Context: an optimization exercise on an open-source flow, tuned for a short achievable clock period and few clock cycles. The choices shown serve that exercise and are no tape-out recipe.
RTL that was checked went through simulation tests only; none was proved equivalent to the original.
No functional check of the RTL was part of run 3.
No activity file was given, so power comes from the tool's default toggle rates.

==> flow/design.v <==
package mc_data_path_pkg;
    localparam logic [6:0] OP_R      = 7'b0110011;
    localparam logic [6:0] OP_I      = 7'b0010011;
    localparam logic [6:0] OP_LOAD   = 7'b0000011;
    localparam logic [6:0] OP_STORE  = 7'b0100011;
    localparam logic [6:0] OP_BRANCH = 7'b1100011;
    localparam logic [3:0] ALU_AND  = 4'b0000;
    localparam logic [3:0] ALU_OR   = 4'b0001;
    localparam logic [3:0] ALU_ADD  = 4'b0010;
    localparam logic [3:0] ALU_XOR  = 4'b0011;
    localparam logic [3:0] ALU_SLL  = 4'b0100;
    localparam logic [3:0] ALU_SRL  = 4'b0101;
    localparam logic [3:0] ALU_SUB  = 4'b0110;
    localparam logic [3:0] ALU_SLT  = 4'b0111;
    localparam logic [3:0] ALU_SRA  = 4'b1000;
    localparam logic [3:0] ALU_SLTU = 4'b1001;
    localparam logic [3:0] ALU_NOR  = 4'b1100;
    function automatic logic [31:0] alu_32(input logic [31:0] a,
                                           input logic [31:0] b,
                                           input logic [3:0]  cc);
        logic [31:0] y;
        case (cc)
            ALU_AND:  y = a & b;
            ALU_OR:   y = a | b;
            ALU_ADD:  y = a + b;
            ALU_XOR:  y = a ^ b;
            ALU_SLL:  y = a << b[4:0];
            ALU_SRL:  y = a >> b[4:0];
            ALU_SUB:  y = a - b;
            ALU_SLT:  y = {31'b0, $signed(a) < $signed(b)};
            ALU_SRA:  y = $signed(a) >>> b[4:0];
            ALU_SLTU: y = {31'b0, a < b};
            ALU_NOR:  y = ~(a | b);
            default:  y = '0;
        endcase
        alu_32 = y;
    endfunction
    function automatic logic alu_zero(input logic [31:0] a,
                                      input logic [31:0] b,
                                      input logic [3:0]  cc);
        logic z;
        case (cc)
            ALU_AND:          z = ~|(a & b);
            ALU_OR:           z = ~|(a | b);
            ALU_ADD:          z = ((a ^ b) == {a[30:0] | b[30:0], 1'b0});
            ALU_XOR, ALU_SUB: z = (a == b);
            ALU_SLL:          z = ~|(a << b[4:0]);
            ALU_SRL:          z = ~|(a >> b[4:0]);
            ALU_SLT:          z = ~($signed(a) < $signed(b));
            ALU_SRA:          z = ~a[31] & ~|(a >> b[4:0]);
            ALU_SLTU:         z = ~(a < b);
            ALU_NOR:          z = &(a | b);
            default:          z = 1'b1;
        endcase
        alu_zero = z;
    endfunction
    function automatic logic [31:0] imm_gen(input logic [31:0] ins);
        logic [31:0] imm;
        case (ins[6:0])
            OP_I, OP_LOAD: imm = {{20{ins[31]}}, ins[31:20]};
            OP_STORE:      imm = {{20{ins[31]}}, ins[31:25], ins[11:7]};
            OP_BRANCH:     imm = {{19{ins[31]}}, ins[31], ins[7], ins[30:25], ins[11:8], 1'b0};
            default:       imm = '0;
        endcase
        imm_gen = imm;
    endfunction
endpackage
module mc_regfile #(
    parameter int DATA_W     = 32,
    parameter int RF_ADDRESS = 5
) (
    input  logic                  clk,
    input  logic                  rst_n,
    input  logic                  we,
    input  logic [RF_ADDRESS-1:0] waddr,
    input  logic [DATA_W-1:0]     wdata,
    input  logic [RF_ADDRESS-1:0] raddr1,
    output logic [DATA_W-1:0]     rdata1,
    input  logic [RF_ADDRESS-1:0] raddr2,
    output logic [DATA_W-1:0]     rdata2
);
    localparam int NREG = 2 ** RF_ADDRESS;
    logic [DATA_W-1:0] regs_q [NREG];
    always_ff @(posedge clk or negedge rst_n) begin
        if (!rst_n) begin
            for (int i = 0; i < NREG; i++) begin
                regs_q[i] <= '0;
            end
        end else if (we && (waddr != '0)) begin
            regs_q[waddr] <= wdata;
        end
    end
    assign rdata1 = (raddr1 == '0) ? '0 :
                    (we && (waddr == raddr1)) ? wdata : regs_q[raddr1];
    assign rdata2 = (raddr2 == '0) ? '0 :
                    (we && (waddr == raddr2)) ? wdata : regs_q[raddr2];
endmodule
module mc_data_path #(
    parameter int              PC_W       = 10,
    parameter int              INS_W      = 32,
    parameter int              DATA_W     = 32,
    parameter int              RF_ADDRESS = 5,
    parameter int              DM_ADDRESS = 9,
    parameter int              ALU_CC_W   = 4,
    parameter logic [PC_W-1:0] RESET_PC   = '0
) (
    input  logic                  clk,
    input  logic                  reset,
    input  logic                  reg_write,
    input  logic                  mem2reg,
    input  logic                  alu_src,
    input  logic                  mem_write,
    input  logic                  mem_read,
    input  logic                  branch,
    input  logic [ALU_CC_W-1:0]   alu_cc,
    output logic                  imem_req,
    output logic [PC_W-1:0]       imem_addr,
    input  logic [INS_W-1:0]      imem_rdata,
    input  logic                  imem_valid,
    output logic                  dmem_req,
    output logic                  dmem_we,
    output logic [DM_ADDRESS-1:0] dmem_addr,
    output logic [DATA_W-1:0]     dmem_wdata,
    input  logic [DATA_W-1:0]     dmem_rdata,
    input  logic                  dmem_valid,
    output logic [6:0]            opcode,
    output logic [6:0]            funct7,
    output logic [2:0]            funct3,
    output logic [DATA_W-1:0]     alu_result,
    output logic [PC_W-1:0]       pc,
    output logic                  retire
);
    logic              run_q, ex_q;
    logic [PC_W-1:0]   pc_q, pc4_q, tgt_q;
    logic [INS_W-1:0]  ir_q;
    logic [DATA_W-1:0] a_q, b_q, imm_q, aluout_q;
    logic [DATA_W-1:0] rs1_data, rs2_data, alu_y, rf_wdata, imm_f;
    logic              take_branch, need_d, rf_we, fetch_hs;
    logic [PC_W-1:0]   npc;
    assign alu_y = alu_src ? mc_data_path_pkg::alu_32(a_q, imm_q, alu_cc)
                           : mc_data_path_pkg::alu_32(a_q, b_q, alu_cc);
    assign take_branch = branch & (alu_src ? mc_data_path_pkg::alu_zero(a_q, imm_q, alu_cc)
                                           : mc_data_path_pkg::alu_zero(a_q, b_q, alu_cc));
    assign npc      = take_branch ? tgt_q : pc4_q;
    assign need_d   = mem_read | mem_write;
    assign retire   = ex_q & (~need_d | dmem_valid);
    assign rf_we    = retire & reg_write & ~mem_write;
    assign rf_wdata = mem2reg ? dmem_rdata : alu_y;
    assign dmem_req   = ex_q & need_d;
    assign dmem_we    = ex_q & mem_write;
    assign dmem_addr  = alu_y[DM_ADDRESS-1:0];
    assign dmem_wdata = b_q;
    assign imem_req  = ex_q ? retire : run_q;
    assign imem_addr = ex_q ? npc : pc_q;
    assign fetch_hs  = imem_req & imem_valid;
    assign imm_f     = mc_data_path_pkg::imm_gen(imem_rdata);
    mc_regfile #(.DATA_W(DATA_W), .RF_ADDRESS(RF_ADDRESS)) u_rf (
        .clk    (clk),
        .rst_n  (reset),
        .we     (rf_we),
        .waddr  (ir_q[7 +: RF_ADDRESS]),
        .wdata  (rf_wdata),
        .raddr1 (imem_rdata[15 +: RF_ADDRESS]),
        .rdata1 (rs1_data),
        .raddr2 (imem_rdata[20 +: RF_ADDRESS]),
        .rdata2 (rs2_data)
    );
    always_ff @(posedge clk or negedge reset) begin
        if (!reset) begin
            run_q    <= 1'b0;
            ex_q     <= 1'b0;
            pc_q     <= RESET_PC;
            pc4_q    <= '0;
            tgt_q    <= '0;
            ir_q     <= '0;
            a_q      <= '0;
            b_q      <= '0;
            imm_q    <= '0;
            aluout_q <= '0;
        end else begin
            run_q <= 1'b1;
            if (retire) begin
                pc_q     <= npc;
                aluout_q <= alu_y;
            end
            if (fetch_hs) begin
                ex_q  <= 1'b1;
                ir_q  <= imem_rdata;
                a_q   <= rs1_data;
                b_q   <= rs2_data;
                imm_q <= imm_f;
                pc4_q <= imem_addr + PC_W'(4);
                tgt_q <= imem_addr + imm_f[PC_W-1:0];
            end else if (retire) begin
                ex_q <= 1'b0;
            end
        end
    end
    assign opcode     = ir_q[6:0];
    assign funct7     = ir_q[31:25];
    assign funct3     = ir_q[14:12];
    assign alu_result = aluout_q;
    assign pc         = pc_q;
endmodule
==> flow/run.sh <==
#!/bin/bash
# synth_recipe.tcl (not shown) runs the flow's synth.tcl, then flattens the netlist and writes it again
# the make line also repeats each setting of config.mk as NAME=value (left out here)
make -C /OpenROAD-flow-scripts/flow DESIGN_CONFIG=/design/flow/config.mk WORK_HOME=/design/flow/orfs CLKGATE_MAP_FILE= SYNTH_SCRIPT=/design/flow/synth_recipe.tcl finish
==> flow/config.mk <==
export PLATFORM = sky130hd
export DESIGN_NAME = mc_data_path
export DESIGN_NICKNAME = mc_data_path
export VERILOG_FILES = /design/flow/design.v
export SDC_FILE = /design/flow/constraint.sdc
export NUM_CORES = 4
export LEC_CHECK = 0
export CAP_MARGIN = 20
export CORE_MARGIN = 2
export CORE_UTILIZATION = 40
export SETUP_SLACK_MARGIN = 3.5
export SLEW_MARGIN = 20
export TNS_END_PERCENT = 100
==> flow/constraint.sdc <==
create_clock -name core_clock -period 9.0 [get_ports {clk}]
set_input_delay 1.8000 -clock core_clock [delete_from_list [all_inputs] [get_ports {clk}]]
set_output_delay 1.8000 -clock core_clock [all_outputs]
set_load 0.01 [all_outputs]
==> summary.txt, run 1 <==
Outcome
  • Outcome: no timing/DRC/antenna violations

Yosys
  • Avg Cell Area, Syn: a little under 9 µm²
  • Synth Instances: 8,778
  • Synthesized area: 75,900 µm²
  • Synth Net Count: about 9,100
  • Synth cell types: roughly 110
  • Post-synth top flop: dfrtp_1
  • Share of flip-flops with an asynchronous set or reset: 100%
  • Post-synthesis register bit count: 1,155
  • Post-synth EDFFs: 0
  • Synth warn: 3
  • Sequential element share of the synthesized area: 38.1%

Die
  • I/O pins: 192
  • Chip height: 440 µm
  • FP Rows: 159
  • Initial Util: 40.3%
  • Core Region: roughly 190,000 µm²
  • Chip width: 440 µm
  • Area of the die: 193,000 µm²

Critical path
  • Crit path arrival time: about 5.0 ns
  • Worst setup EP type: output port
  • Crit path kind: reg -> out
  • Crit Path Max Fanout: 38
  • CP required: 7.20 ns
  • Kind of start point of the critical path: flip-flop

Pwr
  • Clk pwr share: 28.8%
  • Sw frac: ~40%
  • Internal power: 12,100 µW
  • PD cells: 224 nW/µm²
  • VDD IR max: between 150 and 200 µV
  • Sw Pwr: 8240 µW
  • Total Power: 20,300 µW
  • Reg power frac: 34.6%
  • Leakage power: 0.0374 µW
  • Gate power share: 36.6%

Layout
  • Nets: 9,090
  • Most frequent cells in the layout: dfrtp_1, nand2_1, nor2_1
  • Share of cells above drive strength 1: about 18%
  • Area Overhead vs Synth: 19.5%
  • Most common cell after layout, fill and taps aside: dfrtp_1

Worst hold path
  • HP Class: reg -> reg

Drt
  • Via density: 7.41
  • Drt wl/cell: 41.3 µm
  • Vias: 84,800
  • DRC Markers: 0
  • 1st-iter DRT viols: 15,700
  • Antenna Violating Nets Remaining: 0
  • DRT Wirelength: between 400,000 and 500,000 µm
  • TritonRoute pass-1 iters: 11

STA
  • Worst Skew: 0.0540 ns
  • Slew Limit Headroom: 8.51%
  • Period Utilization, post-route: 75.0%
  • RSZ-0062 raised after global routing: yes
  • Final setup viols: 0
  • Max Freq: roughly 0.15 GHz
  • Hold Vio Cnt, Final: 0
  • Tmin final: 6.75 ns
  • Worst-Margin Slew: around 1.4 ns
  • Post-route setup TNS: 0 ns
  • Final Max Tran Viols: 0

Clock network
  • Num CTS Buffers: 135
  • TritonCTS clock tree: built
  • Clock root buffer: clkbuf_16
  • Clk Latency, worst-skew pair: around 0.86 ns
  • Num Clock Sinks: about 1,200
  • CTS clk-pin slew, worst paths: roughly 0.06 ns
  • Htree depth: 4
  • Max clock buf depth: 3

Global route
  • GRT overflow: 0
  • Gr usage total: 47.4%
  • Largest net degree at the start of global routing: 167
  • Antenna violations before repair: 43
  • First-pass GRT wire length: 645,000 µm
  • Vias in the first global route: about 79,000

Placed design
  • Port bufs: 191
  • Dpl hpwl: about 300,000 µm
  • Placer Congestion: 1.10

Job
  • Maxcap violations: 0
==> path summary, 6_finish.rpt <==
path / slack (ns) / startpoint / cells after the start / to
min reg2reg: 0.47 / aluout_q[26] / 2 / aluout_q[26]
max: 2.25 / b_q[1] / 17 / imem_addr[1]
min: 0.47 / aluout_q[26] / 2 / aluout_q[26]
min in group asynchronous: 1.03 / reset / 1 / u_rf.regs_q[19][21]
max reg2reg: 2.89 / b_q[1] / 29 / tgt_q[9]
max in group asynchronous: 5.77 / reset / 3 / imm_q[0]
==> final cells by class <==
cell class / count / area, µm²
multi-input cells: 6551 / 45700
repair buffers: 778 / 7480
clock buffers: 200 / 3960
inverters: 182 / 776
fillers: 17900 / 97500
well taps: 2495 / 3120
diodes: 36 / 90.1
clock inverters: 44 / 642
flip-flops and latches: 1155 / 29000
==> through the flow <==
| stage | area [µm²] | util, % | worst slack, ns | instances | hold WS, ns |
|---|---|---|---|---|---|
| after floorplan | 76100 | - | 3.18 | 8778 | 0.442 |
| after global placement | 81200 | 43.1 | 0.844 | 10900 | 0.460 |
| after detailed placement | 81200 | 43.2 | 0.815 | 10900 | 0.466 |
| after CTS | 89400 | 47.5 | 2.23 | 11400 | 0.481 |
| after global routing | 90600 | 48.2 | 2.19 | 11400 | 0.488 |
| final | 90700 | 48.2 | 2.25 | 11400 | 0.474 |
==> routing by layer <==
layer  wire length (µm)  GRT usage [%]
met2             195000           68.1
met5                461          0.546
met1             158000           55.0
met3              63900           17.0
met4              55500           43.0
==> worst max-delay path, stage by stage (launching register included) <==
cell and delay, ns:
dfrtp_4 0.57, buf_12 0.21, nor2_1 0.52, nand2_1 0.44, mux2i_2 0.52, nor2_1 0.08, nand4_1 0.13, a2111oi_2 0.08
buf_4 0.16, a32oi_1 0.19, buf_4 0.25, o21ai_4 0.09, buf_12 0.15, nand2_8 0.10, buf_6 0.12, mux2i_4 0.24
a21oi_2 0.09, buf_2 0.16
==> repair_timing <==
item,CTS,global route
gates cloned,12,1
pin swaps,82,57
buffers inserted,170,45
setup endpoints to repair,781,414
gates resized for setup,499,164
hold buffers,0,0
==> power by group through the flow <==
stage / registers [µW] / logic [µW] / clock network (µW)
3_3_place_gp: 7040 / 6320 / 0
3_5_place_dp: 7050 / 6340 / 0
4_1_cts: 6970 / 6930 / 5840
2_1_floorplan: 6750 / 3680 / 0
6_report: 7040 / 7440 / 5850
5_1_grt: 7090 / 7690 / 6050
==> state kept, by name (all words and copies together) (netlist names) <==
| name | flops |
|---|---|
| a_q | 32 |
| aluout_q | 32 |
| b_q | 32 |
| ex_q | 1 |
| imm_q | 13 |
| ir_q | 22 |
| pc4_q | 10 |
| pc_q | 10 |
| run_q | 1 |
| tgt_q | 10 |
| u_rf.regs_q | 992 |
==> cells in the mapped netlist (all sizes together), types with 13 or more instances <==
| master | n | share of area (%) |
|---|---|---|
| dfrtp | 1155 | 38 |
| nor2 | 963 | 4.8 |
| nand2 | 917 | 4.6 |
| a21oi | 908 | 6.0 |
| clkbuf | 735 | 3.6 |
| o21ai | 614 | 4.1 |
| a221oi | 416 | 4.8 |
| a22o | 331 | 3.8 |
| ha | 204 | 3.4 |
| a22oi | 198 | 2.0 |
| nand4 | 187 | 1.5 |
| inv | 175 | 0.87 |
| mux2 | 161 | 2.4 |
| buf | 157 | 1.2 |
| mux2i | 141 | 1.9 |
| nand3 | 118 | 0.78 |
| mux4 | 109 | 3.3 |
| nor3 | 109 | 0.73 |
| o221ai | 88 | 1.0 |
| o211ai | 78 | 0.78 |
| nor4 | 77 | 0.65 |
| o22ai | 76 | 0.63 |
| a222oi | 72 | 0.95 |
| a211oi | 62 | 0.61 |
| xnor2 | 55 | 0.63 |
| a21o | 53 | 0.52 |
| a31oi | 49 | 0.42 |
| o21bai | 47 | 0.46 |
| nand2b | 39 | 0.32 |
| xor2 | 37 | 0.43 |
| and2 | 35 | 0.29 |
| o21a | 29 | 0.29 |
| o31ai | 28 | 0.28 |
| a221o | 26 | 0.34 |
| o2111ai | 25 | 0.31 |
| or2 | 20 | 0.16 |
| nor2b | 19 | 0.16 |
| a2111oi | 17 | 0.20 |
| o311ai | 16 | 0.18 |
| a211o | 15 | 0.17 |
| nand3b | 15 | 0.15 |
| or3 | 14 | 0.12 |
| and3 | 13 | 0.11 |
| o211a | 13 | 0.17 |
| o22a | 13 | 0.15 |
==> kinds of logic (layout without fill, tap and decap cells) <==
family                   count (synthesis)  in the layout  share of synthesized area, %
adder cells (fa/ha/maj)                209            209                          3.49
AO/OA/AOI/OAI                         3274           3275                          29.3
buffers and inverters                 1074           1204                          5.74
XOR/XNOR                                92             92                          1.06
AND/OR/NAND/NOR                       2562           2563                          14.7
multiplexers                           411            411                          7.55
other                                    1             37                       0.00494
flip-flops                            1155           1155                          38.1
Testbench counts, summed over its fixed seeds: cycles 30,344.
==> run 2: changes to the inputs <==
--- a/flow/config.mk
+++ b/flow/config.mk
@@ -8,6 +8,4 @@
 export CAP_MARGIN = 20
 export CORE_MARGIN = 2
 export CORE_UTILIZATION = 40
-export SETUP_SLACK_MARGIN = 3.5
 export SLEW_MARGIN = 20
-export TNS_END_PERCENT = 100
==> run 2 against run 1 <==
Critical endpoint is now imem_addr[9]. Synthesized cell count unchanged. Sequential share of layout area rose by 1.6 points. Via count down 1.7%. Cell area shrank 5.0%. Still clean. Clock skew shrank 0.0023 ns. Largest cell class unchanged. Routed wire length decreased by 1.2%. Combinational power decreased by 11%. Total power is 3.1% lower. Maximum frequency decreased by 21%. Critical path depth fell by 4. Non-clock buffer count fell by 222. Area after synthesis did not move.
==> summary.txt, run 2 <==
Pwr
  • VDD IR max: 206 µV
  • Leakage power: 0.0357 µW
  • PD cells: 229 nW/µm²

Global route
  • Antenna violations before repair: 40
  • GRT overflow: 0
  • Gr usage total: 47.0%
  • Vias in the first global route: 77,200
  • First-pass GRT wire length: 639,000 µm
  • Largest net degree at the start of global routing: 159

Critical path
  • Crit path arrival time: 6.69 ns
  • Slowest cell delay on critical path: around 0.61 ns
  • Crit path kind: reg -> out
  • Critical path startpoint: a_q[5]
  • Kind of start point of the critical path: flip-flop
  • CP required: 7.20 ns
  • Worst R2R Start: b_q[1]
  • Cell family with most CP delay: compound AO/OA/AOI/OAI gates
  • CP dominant cell by count: o21ai_0
  • Crit Path Max Fanout: 12
  • Cell chain of the critical path: inv_1, ha_1, nor4_1, o21ai_0, a31oi_1, nor3_1, o21a_1, xnor2_1, o2111a_1, o21ai_0, and2_1, a21oi_1, clkdlybuf4s50_1
  • CP max stage cell: o2111a_1
  • Worst setup EP type: output port
  • Buffers & Inverters on Critical Path: 2

Layout
  • Flip-flop and latch area: 28,900 µm²
  • Share of cells above drive strength 1: 12.3%
  • Most common cell after layout, fill and taps aside: dfrtp_1
  • Max FFs per register: roughly 990
  • Filler Cells Inserted: 18,400
  • Most frequent cells in the layout: dfrtp_1, nand2_1, a21oi_1
  • Post-route cell area: 86,200 µm²
  • Nets: roughly 9,000
  • Largest Register: u_rf.regs_q
  • Final design utilization: 45.8%
  • Area Overhead vs Synth: 13.5%
  • Area occupied by multi-input gates: 43,700 µm²

Die
  • Area of the die: 193,000 µm²
  • Core Region: between 150,000 and 200,000 µm²
  • FP Rows: roughly 160
  • I/O pins: 192
  • Initial Util: 40.3%
  • Chip width: 440 µm
  • Chip height: between 400 and 500 µm

Clock network
  • Hold Buf Count CTS: 0
  • Num CTS Buffers: 136
  • Num Clock Sinks: around 1,200
  • Clock root buffer: clkbuf_16
  • TritonCTS clock tree: built
  • Max clock buf depth: 3
  • Post-CTS setup buffer count: 0
  • PostCTS Resize Cnt: 0
  • Htree depth: 4
  • CTS clk-pin slew, worst paths: 0.07 ns
  • Clk Latency, worst-skew pair: about 0.84 ns

STA
  • Final setup viols: 0
  • Tmin final: between 8 and 9 ns
  • RSZ-0062 raised after global routing: no
  • Period Utilization, post-route: 94.4%
  • Max Freq: 0.118 GHz
  • Final Max Tran Viols: 0
  • Hold Vio Cnt, Final: 0
  • Worst-Margin Slew: about 1.4 ns
  • Slew Limit Headroom: 5.71%
  • Post-route setup TNS: 0 ns
  • Worst Skew: 0.0517 ns

Worst hold path
  • HP Class: reg -> reg
  • Hold_sp: ir_q[14]

Drt
  • Antenna Violating Nets Remaining: 0
  • Drt wl/cell: 41.6 µm
  • Via density: 7.43
  • Vias: 83,400
  • DRC Markers: 0
  • TritonRoute pass-1 iters: 12
  • DRT Wirelength: 466,000 µm
  • 1st-iter DRT viols: 16,700

Yosys
  • Avg Cell Area, Syn: 8.65 µm²
  • Share of flip-flops with an asynchronous set or reset: 100%
  • Sequential element share of the synthesized area: 38.1%
  • Synth cell types: 105
  • Post-synth top flop: dfrtp_1
  • Synth top area share: between 30% and 40%
  • Area leader, netlist: dfrtp_1
  • Post-synthesis register bit count: around 1,200
  • Top-count cell post-synth: dfrtp_1
  • Synth area leaders: dfrtp_1, a21oi_1, a221oi_1
  • Post-synth top cells: dfrtp_1, nor2_1, nand2_1
  • Post-synth EDFFs: 0
  • Synthesized area: 75,900 µm²
  • Synth warn: 3
  • Synth Net Count: 9,065
  • Synth Instances: between 8,000 and 9,000

Placed design
  • Port bufs: 191
  • Dpl hpwl: approximately 310,000 µm
  • Placer Congestion: roughly 1.1
  • Placement-stage cell area: between 80,000 and 90,000 µm²

Outcome
  • Outcome: no timing/DRC/antenna violations

Job
  • Maxcap violations: 0
==> run 2: cell counts after synthesis <==
No cell type changed its count.
==> run 2: area by class of cell <==
| type | instances | area share, % |
|---|---|---|
| Multi-Input combinational cell | 6549 | 50.7 |
| Sequential cell | 1155 | 33.6 |
| Timing Repair Buffer | 556 | 5.72 |
| Clock buffer | 185 | 4.50 |
| Tap cell | 2495 | 3.62 |
| Clock inverter | 60 | 1.02 |
| Inverter | 182 | 0.792 |
| Antenna cell | 36 | 0.105 |
==> run 2: per-stage QoR <==
| step | setup WS (ns) | hold WS [ns] | cells | power [µW] |
|---|---|---|---|---|
| after floorplan | 2.60 | 0.439 | 8778 | 10400 |
| after global placement | 0.919 | 0.458 | 10900 | 13400 |
| after detailed placement | 0.939 | 0.461 | 10900 | 13400 |
| after CTS | 0.617 | 0.476 | 11200 | 19300 |
| after global routing | 0.449 | 0.493 | 11200 | 20300 |
| final | 0.506 | 0.472 | 11200 | 19700 |
==> run 2: worst min-delay path: stages, from the launching register on <==
cell and delay [ns]:
dfrtp_1 0.34, nand2_1 0.05, nand2_1 0.05
==> run 2: power breakdown <==
part | internal, µW | switching [µW]
Combinational | 2190 | 4460
Sequential | 6080 | 987
Clock | 3510 | 2480
==> run 2: final timing paths <==
kind | end | slack [ns] | cells after the start
max in group asynchronous | u_rf.regs_q[28][2] | 6.10 | 3
setup / recovery | imem_addr[9] | 0.51 | 13
min in group asynchronous | u_rf.regs_q[19][29] | 0.92 | 1
hold reg to reg | ir_q[14] | 0.47 | 2
setup reg to reg | tgt_q[9] | 1.57 | 25
hold / removal | ir_q[14] | 0.47 | 2
==> run 2: layer usage <==
layer / up-vias / GRT usage (%) / share of wire [%]
met5: - / 0.248 / 0.051
met4: 26 / 41.2 / 11
met3: 2678 / 16.8 / 14
met2: 7957 / 67.3 / 41
met1: 40100 / 55.4 / 34
li1: 32600 / - / -
==> run 2: kinds of logic after synthesis <==
group,synth area share [%]
AOI/OAI and AO/OA,29.3
and+or+nand+nor,14.7
DFF,38.1
buffers and inverters,5.74
muxes,7.55
adders and majority gates,3.49
xor gates and xnor gates,1.06
other,0.00494
==> run 3: changes to the inputs <==
--- a/flow/design.v
+++ b/flow/design.v
@@ -64,6 +64,25 @@
         endcase
         imm_gen = imm;
     endfunction
+    function automatic logic [32:0] ks_carry(input logic [31:0] g,
+                                             input logic [31:0] p,
+                                             input logic        cin);
+        logic [31:0] gg, pp, gn, pn;
+        gg    = g;
+        pp    = p;
+        gg[0] = g[0] | (p[0] & cin);
+        for (int d = 1; d < 32; d = d * 2) begin
+            gn = gg;
+            pn = pp;
+            for (int i = d; i < 32; i++) begin
+                gn[i] = gg[i] | (pp[i] & gg[i-d]);
+                pn[i] = pp[i] & pp[i-d];
+            end
+            gg = gn;
+            pp = pn;
+        end
+        ks_carry = {gg, cin};
+    endfunction
 endpackage
 module mc_regfile #(
     parameter int DATA_W     = 32,
@@ -94,6 +113,79 @@
                     (we && (waddr == raddr1)) ? wdata : regs_q[raddr1];
     assign rdata2 = (raddr2 == '0) ? '0 :
                     (we && (waddr == raddr2)) ? wdata : regs_q[raddr2];
+endmodule
+module mc_alu_pre (
+    input  logic [31:0] a,
+    input  logic [31:0] o,
+    output logic [31:0] g,      
+    output logic [31:0] p,      
+    output logic [31:0] orr,    
+    output logic [31:0] gs,     
+    output logic [31:0] zadd,   
+    output logic [31:0] ml,     
+    output logic [31:0] mr      
+);
+    assign g    = a & o;
+    assign p    = a ^ o;
+    assign orr  = a | o;
+    assign gs   = a & ~o;
+    assign zadd = ~(p ^ {orr[30:0], 1'b0});
+    assign ml   = a & (32'hFFFF_FFFF >> o[4:0]);
+    assign mr   = a & (32'hFFFF_FFFF << o[4:0]);
+endmodule
+module mc_alu_exec (
+    input  logic [31:0] a,
+    input  logic [31:0] o,
+    input  logic [31:0] g,
+    input  logic [31:0] p,
+    input  logic [31:0] orr,
+    input  logic [31:0] gs,
+    input  logic [31:0] zadd,
+    input  logic [31:0] ml,
+    input  logic [31:0] mr,
+    input  logic [3:0]  cc,
+    output logic [31:0] y,
+    output logic        z
+);
+    logic [32:0] c_add, c_sub;
+    logic [31:0] y_add, y_sub;
+    logic        ltu, lts;
+    assign c_add = mc_data_path_pkg::ks_carry(g, p, 1'b0);
+    assign c_sub = mc_data_path_pkg::ks_carry(gs, ~p, 1'b1);
+    assign y_add = p ^ c_add[31:0];
+    assign y_sub = ~p ^ c_sub[31:0];
+    assign ltu   = ~c_sub[32];
+    assign lts   = p[31] ? a[31] : ltu;
+    always_comb begin
+        case (cc)
+            mc_data_path_pkg::ALU_AND:  y = g;
+            mc_data_path_pkg::ALU_OR:   y = orr;
+            mc_data_path_pkg::ALU_ADD:  y = y_add;
+            mc_data_path_pkg::ALU_XOR:  y = p;
+            mc_data_path_pkg::ALU_SLL:  y = a << o[4:0];
+            mc_data_path_pkg::ALU_SRL:  y = a >> o[4:0];
+            mc_data_path_pkg::ALU_SUB:  y = y_sub;
+            mc_data_path_pkg::ALU_SLT:  y = {31'b0, lts};
+            mc_data_path_pkg::ALU_SRA:  y = $signed(a) >>> o[4:0];
+            mc_data_path_pkg::ALU_SLTU: y = {31'b0, ltu};
+            mc_data_path_pkg::ALU_NOR:  y = ~orr;
+            default:                    y = '0;
+        endcase
+        case (cc)
+            mc_data_path_pkg::ALU_AND:  z = ~|g;
+            mc_data_path_pkg::ALU_OR:   z = ~|orr;
+            mc_data_path_pkg::ALU_ADD:  z = &zadd;
+            mc_data_path_pkg::ALU_XOR,
+            mc_data_path_pkg::ALU_SUB:  z = ~|p;
+            mc_data_path_pkg::ALU_SLL:  z = ~|ml;
+            mc_data_path_pkg::ALU_SRL:  z = ~|mr;
+            mc_data_path_pkg::ALU_SLT:  z = ~lts;
+            mc_data_path_pkg::ALU_SRA:  z = ~a[31] & ~|mr;
+            mc_data_path_pkg::ALU_SLTU: z = ~ltu;
+            mc_data_path_pkg::ALU_NOR:  z = &orr;
+            default:                    z = 1'b1;
+        endcase
+    end
 endmodule
 module mc_data_path #(
     parameter int              PC_W       = 10,
@@ -134,18 +226,28 @@
     logic [PC_W-1:0]   pc_q, pc4_q, tgt_q;
     logic [INS_W-1:0]  ir_q;
     logic [DATA_W-1:0] a_q, b_q, imm_q, aluout_q;
-    logic [DATA_W-1:0] rs1_data, rs2_data, alu_y, rf_wdata, imm_f;
-    logic              take_branch, need_d, rf_we, fetch_hs;
-    logic [PC_W-1:0]   npc;
-    assign alu_y = alu_src ? mc_data_path_pkg::alu_32(a_q, imm_q, alu_cc)
-                           : mc_data_path_pkg::alu_32(a_q, b_q, alu_cc);
-    assign take_branch = branch & (alu_src ? mc_data_path_pkg::alu_zero(a_q, imm_q, alu_cc)
-                                           : mc_data_path_pkg::alu_zero(a_q, b_q, alu_cc));
-    assign npc      = take_branch ? tgt_q : pc4_q;
-    assign need_d   = mem_read | mem_write;
-    assign retire   = ex_q & (~need_d | dmem_valid);
-    assign rf_we    = retire & reg_write & ~mem_write;
-    assign rf_wdata = mem2reg ? dmem_rdata : alu_y;
+    logic [31:0] g_bq, p_bq, or_bq, gs_bq, zadd_bq, ml_bq, mr_bq;
+    logic [31:0] g_iq, p_iq, or_iq, gs_iq, zadd_iq, ml_iq, mr_iq;
+    logic [31:0] g_bd, p_bd, or_bd, gs_bd, zadd_bd, ml_bd, mr_bd;
+    logic [31:0] g_id, p_id, or_id, gs_id, zadd_id, ml_id, mr_id;
+    logic [DATA_W-1:0] rs1_data, rs2_data, y_b, y_i, alu_y, rf_wdata, imm_f;
+    logic              z_b, z_i, take_branch, need_d, rf_we, fetch_hs;
+    logic [PC_W-1:0]   npc, pc4_f, tgt_f;
+    mc_alu_exec u_ex_b (
+        .a(a_q), .o(b_q), .g(g_bq), .p(p_bq), .orr(or_bq), .gs(gs_bq), .zadd(zadd_bq),
+        .ml(ml_bq), .mr(mr_bq), .cc(alu_cc), .y(y_b), .z(z_b)
+    );
+    mc_alu_exec u_ex_i (
+        .a(a_q), .o(imm_q), .g(g_iq), .p(p_iq), .orr(or_iq), .gs(gs_iq), .zadd(zadd_iq),
+        .ml(ml_iq), .mr(mr_iq), .cc(alu_cc), .y(y_i), .z(z_i)
+    );
+    assign alu_y       = alu_src ? y_i : y_b;
+    assign take_branch = branch & (alu_src ? z_i : z_b);
+    assign npc         = take_branch ? tgt_q : pc4_q;
+    assign need_d      = mem_read | mem_write;
+    assign retire      = ex_q & (~need_d | dmem_valid);
+    assign rf_we       = retire & reg_write & ~mem_write;
+    assign rf_wdata    = mem2reg ? dmem_rdata : alu_y;
     assign dmem_req   = ex_q & need_d;
     assign dmem_we    = ex_q & mem_write;
     assign dmem_addr  = alu_y[DM_ADDRESS-1:0];
@@ -154,6 +256,18 @@
     assign imem_addr = ex_q ? npc : pc_q;
     assign fetch_hs  = imem_req & imem_valid;
     assign imm_f     = mc_data_path_pkg::imm_gen(imem_rdata);
+    always_comb begin
+        if (!ex_q) begin
+            pc4_f = pc_q + PC_W'(4);
+            tgt_f = pc_q + imm_f[PC_W-1:0];
+        end else if (take_branch) begin
+            pc4_f = tgt_q + PC_W'(4);
+            tgt_f = tgt_q + imm_f[PC_W-1:0];
+        end else begin
+            pc4_f = pc4_q + PC_W'(4);
+            tgt_f = pc4_q + imm_f[PC_W-1:0];
+        end
+    end
     mc_regfile #(.DATA_W(DATA_W), .RF_ADDRESS(RF_ADDRESS)) u_rf (
         .clk    (clk),
         .rst_n  (reset),
@@ -164,6 +278,14 @@
         .rdata1 (rs1_data),
         .raddr2 (imem_rdata[20 +: RF_ADDRESS]),
         .rdata2 (rs2_data)
+    );
+    mc_alu_pre u_pre_b (
+        .a(rs1_data), .o(rs2_data), .g(g_bd), .p(p_bd), .orr(or_bd), .gs(gs_bd),
+        .zadd(zadd_bd), .ml(ml_bd), .mr(mr_bd)
+    );
+    mc_alu_pre u_pre_i (
+        .a(rs1_data), .o(imm_f), .g(g_id), .p(p_id), .orr(or_id), .gs(gs_id),
+        .zadd(zadd_id), .ml(ml_id), .mr(mr_id)
     );
     always_ff @(posedge clk or negedge reset) begin
         if (!reset) begin
@@ -177,6 +299,20 @@
             b_q      <= '0;
             imm_q    <= '0;
             aluout_q <= '0;
+            g_bq     <= '0;
+            p_bq     <= '0;
+            or_bq    <= '0;
+            gs_bq    <= '0;
+            zadd_bq  <= '0;
+            ml_bq    <= '0;
+            mr_bq    <= '0;
+            g_iq     <= '0;
+            p_iq     <= '0;
+            or_iq    <= '0;
+            gs_iq    <= '0;
+            zadd_iq  <= '0;
+            ml_iq    <= '0;
+            mr_iq    <= '0;
         end else begin
             run_q <= 1'b1;
             if (retire) begin
@@ -184,13 +320,27 @@
                 aluout_q <= alu_y;
             end
             if (fetch_hs) begin
-                ex_q  <= 1'b1;
-                ir_q  <= imem_rdata;
-                a_q   <= rs1_data;
-                b_q   <= rs2_data;
-                imm_q <= imm_f;
-                pc4_q <= imem_addr + PC_W'(4);
-                tgt_q <= imem_addr + imm_f[PC_W-1:0];
+                ex_q    <= 1'b1;
+                ir_q    <= imem_rdata;
+                a_q     <= rs1_data;
+                b_q     <= rs2_data;
+                imm_q   <= imm_f;
+                pc4_q   <= pc4_f;
+                tgt_q   <= tgt_f;
+                g_bq    <= g_bd;
+                p_bq    <= p_bd;
+                or_bq   <= or_bd;
+                gs_bq   <= gs_bd;
+                zadd_bq <= zadd_bd;
+                ml_bq   <= ml_bd;
+                mr_bq   <= mr_bd;
+                g_iq    <= g_id;
+                p_iq    <= p_id;
+                or_iq   <= or_id;
+                gs_iq   <= gs_id;
+                zadd_iq <= zadd_id;
+                ml_iq   <= ml_id;
+                mr_iq   <= mr_id;
             end else if (retire) begin
                 ex_q <= 1'b0;
             end
--- a/flow/config.mk
+++ b/flow/config.mk
@@ -8,4 +8,6 @@
 export CAP_MARGIN = 20
 export CORE_MARGIN = 2
 export CORE_UTILIZATION = 40
+export SETUP_SLACK_MARGIN = 5
 export SLEW_MARGIN = 20
+export TNS_END_PERCENT = 100
==> run 3 against run 2 <==
The layout now fails its checks (max-capacitance violations, max-slew violations). Global-route usage rose by 1.5 points. Non-clock buffer count increased by 1055. Area after synthesis up 21%. Cell area rose by 51%. Setup slack improved by 2.3 ns. Highest routed layer unchanged. Die area increased by 21%. Sequential share of layout area is 2.8 points lower. Worst hold slack improved by 0.0014 ns. Synthesized cell count is 18% higher. Register-to-register slack better by 1.8 ns.
==> summary.txt, run 3 <==
Worst hold path
  • HP Class: reg -> reg
  • Hold_sp: ir_q[0]

Die
  • FP Rows: roughly 180
  • Chip width: 483 µm
  • I/O pins: around 190
  • Area of the die: 233,000 µm²
  • Core Region: 228,000 µm²
  • Initial Util: between 40 and 50%
  • Chip height: 483 µm

STA
  • Period Utilization, post-route: 68.6%
  • Worst Skew: 0.0554 ns
  • Worst-Margin Slew: 1.53 ns
  • Tmin final: 6.17 ns
  • Slew Limit Headroom: -2.28%
  • Final Max Tran Viols: 28
  • Post-route setup TNS: 0 ns
  • Max Freq: 0.162 GHz
  • RSZ-0062 raised after global routing: yes
  • Hold Vio Cnt, Final: 0
  • Final setup viols: 0

Drt
  • Top Metal Used: met5
  • Via density: 7.29
  • Met1 wire length: 192,000 µm
  • DRC Markers: 0
  • TritonRoute pass-1 iters: 10
  • Drt wl/cell: just over 40 µm
  • Total length of routed met2 wires: 237,000 µm
  • Vias: 105,000
  • Antenna Violating Nets Remaining: 0
  • Met3 WL: 88,800 µm
  • 1st-iter DRT viols: 19,000
  • DRT Wirelength: 594,000 µm

Global route
  • Vias in the first global route: 96,800
  • GRT overflow: 0
  • Gr usage total: between 40 and 50%
  • Largest net degree at the start of global routing: 181
  • First-pass GRT wire length: 791,000 µm
  • Antenna violations before repair: 44

Critical path
  • Worst setup EP type: output port
  • CP required: between 7 and 8 ns
  • Crit path kind: reg -> out
  • Crit Path Max Fanout: 4
  • Crit path arrival time: ~4.4 ns
  • Worst R2R Start: b_q[4]
  • Kind of start point of the critical path: flip-flop
  • Critical path startpoint: zadd_iq[1]

Clock network
  • Num CTS Buffers: roughly 180
  • Max clock buf depth: 3
  • Hold Buf Count CTS: 0
  • CTS clk-pin slew, worst paths: 0.05 ns
  • TritonCTS clock tree: built
  • Clock root buffer: clkbuf_16
  • Clk Latency, worst-skew pair: between 0.9 and 1 ns
  • Htree depth: 4
  • Num Clock Sinks: 1,591

Layout
  • Area Overhead vs Synth: 41.4%
  • Final design utilization: 57.0%
  • Filler Cells Inserted: 19,100
  • Flip-flop and latch area: 39,900 µm²
  • Share of cells above drive strength 1: 35.1%
  • Post-route cell area: around 130,000 µm²
  • Largest Register: u_rf.regs_q
  • Most frequent cells in the layout: dfrtp_1, nand2_1, nor2_1
  • Area occupied by multi-input gates: ~60,000 µm²
  • Most common cell after layout, fill and taps aside: dfrtp_1
  • Nets: 11,500
  • Max FFs per register: 992

Yosys
  • Synthesized area: just over 90,000 µm²
  • Synth Instances: 10,400
  • Synth top area share: 43.4%
  • Post-synthesis register bit count: 1,591
  • Synth warn: 4
  • Largest family of logic cells by synthesized area: compound AO/OA/AOI/OAI gates
  • Post-Synth XOR/XNOR Area: 1.09%
  • Mux contribution to synthesized area: between 6 and 7%
  • Post-synthesis adder-cell area fraction: 2.83%
  • Share of flip-flops with an asynchronous set or reset: 100%
  • Area leader, netlist: dfrtp_1
  • Post-synth top flop: dfrtp_1
  • Synth Area in Compound Gates: 25.0%
  • Synth cell types: 121
  • Post-synth top cells: nand2_1, dfrtp_1, o21ai_0
  • Post-synth EDFFs: 0
  • Post-Synth Simple-Gate Area: 16.4%
  • Synth Net Count: 10,700
  • Top-count cell post-synth: nand2_1
  • Avg Cell Area, Syn: 8.85 µm²
  • Synth area leaders: dfrtp_1, nand2_1, a22oi_1
  • Sequential element share of the synthesized area: 43.4%

Placed design
  • Placement-stage cell area: between 90,000 and 100,000 µm²
  • Dpl hpwl: 358,000 µm
  • Port bufs: 191
  • Placer Congestion: 1.11

Job
  • Maxcap violations: 2

Outcome
  • Outcome: finished with violations
  • Violated checks: max-capacitance violations, max-slew violations

Pwr
  • PD cells: ~220 nW/µm²
  • VDD IR max: 271 µV
  • Leakage power: 0.0548 µW
  • Total Power: between 20,000 and 30,000 µW
==> run 3: cell count changes after synthesis, moves of 51 or more <==
cell,before,now
nand2_1,915,1677
a22oi_1,198,678
dfrtp_1,1155,1591
o21ai_0,601,947
a221oi_1,416,175
a22o_1,331,153
a21oi_1,908,748
o221ai_1,88,32
nor2_1,962,911
==> run 3: repair_timing <==
item,4_1_cts,5_1_grt
setup endpoints to repair,1594,1401
hold endpoints to repair,0,0
gates cloned,80,27
gates resized for setup,2394,1141
setup buffers,696,261
pin swaps,465,528
==> run 3: worst paths after layout <==
| kind | to | slack, ns | cells past startpoint |
|---|---|---|---|
| worst max-delay path | imem_addr[5] | 2.83 | 12 |
| worst min-delay path | ir_q[0] | 0.47 | 2 |
| worst max register to register | zadd_bq[12] | 3.41 | 29 |
| worst min register to register | ir_q[0] | 0.47 | 2 |
| max in group asynchronous | u_rf.regs_q[18][20] | 5.86 | 3 |
| min in group asynchronous | a_q[30] | 0.79 | 1 |
==> run 3: kinds of logic (layout without fill, tap and decap cells) <==
group	Yosys count	in the layout
buf+inv	1136	2113
compound gates	3472	3476
mux	391	391
simple gates	3454	3462
other cells	1	33
fa+ha+maj	207	207
flops	1591	1591
xor+xnor	114	114
==> run 3: report_power, final <==
group | total [µW] | switching (µW) | internal, µW | leakage, µW
Sequential | 10300 | 1910 | 8430 | 0.0215
Combinational | 10800 | 6380 | 4450 | 0.0302
Clock | 7850 | 3350 | 4510 | 0.00304
==> run 3: critical path, stage by stage, from the launching register on <==
cell and delay [ns]:
dfrtp_1 0.63, nand4_1 0.52, nor4_1 0.41, nand2_1 0.24
o41ai_4 0.41, nor3_2 0.10, a21oi_4 0.22, buf_12 0.18
buf_8 0.14, mux2i_4 0.23, a21o_1 0.20, inv_2 0.06
buf_6 0.12
==> run 3: cell type report <==
type                       count  area share [%]
timing repair buffer        1611            14.7
antenna                       32          0.0617
sequential                  1591            30.8
timing repair inverter         1         0.00579
clock buffer                 256            4.02
clock inverter                72           0.726
multi-input combinational   7651            46.1
inverter                     173           0.704
tap                         3009            2.90
==> run 3: through the flow <==
step	hold WS, ns	cells	worst slack [ns]
after floorplan	0.437	10400	3.22
after CTS	0.475	14100	2.99
after detailed placement	0.458	13000	0.442
final	0.474	14400	2.83
after global routing	0.505	14400	2.88
after global placement	0.453	13000	0.474
==> run 3: per-layer routing <==
metal  GRT usage (%)  vias to the layer above
met4            45.9                       39
met2            67.7                    10300
met1            54.8                    50900
met5            1.06                        -
li1                -                    39900
met3            21.3                     3877

port drivers added, routing unchanged:
The results above use ideal ports. As a check the final layouts listed here were re-extracted and re-timed, cells and wires unchanged.
Step 1 sets driving cells, clkbuf_16 on the clock port and buf_2 on the other inputs (assumed; they add their load-dependent delay and slew).
Step 2 also shifts input and output timing later by t, the mid clock arrival at the registers, as if the neighbouring blocks saw the same clock.
Three values: ideal, step 1, step 2; two values: the first two.
run | t (ns) | setup slack, ns | worst setup path at the end | worst register clock-pin slew, ns | cell pins on the clock port's net
run 1 | 0.936 | 2.251 / 2.145 / 2.142 | input to register | 0.08 / 0.08 | 1
run 2 | 0.913 | 0.506 / 0.411 / 0.769 | input to output | 0.08 / 0.08 | 1
run 3 | 0.976 | 2.828 / 2.680 / 1.823 | input to register | 0.08 / 0.08 | 1
For run 3, which loses most, drivers alone change the setup slack by -0.148 ns; drivers and shift together by -1.005 ns.
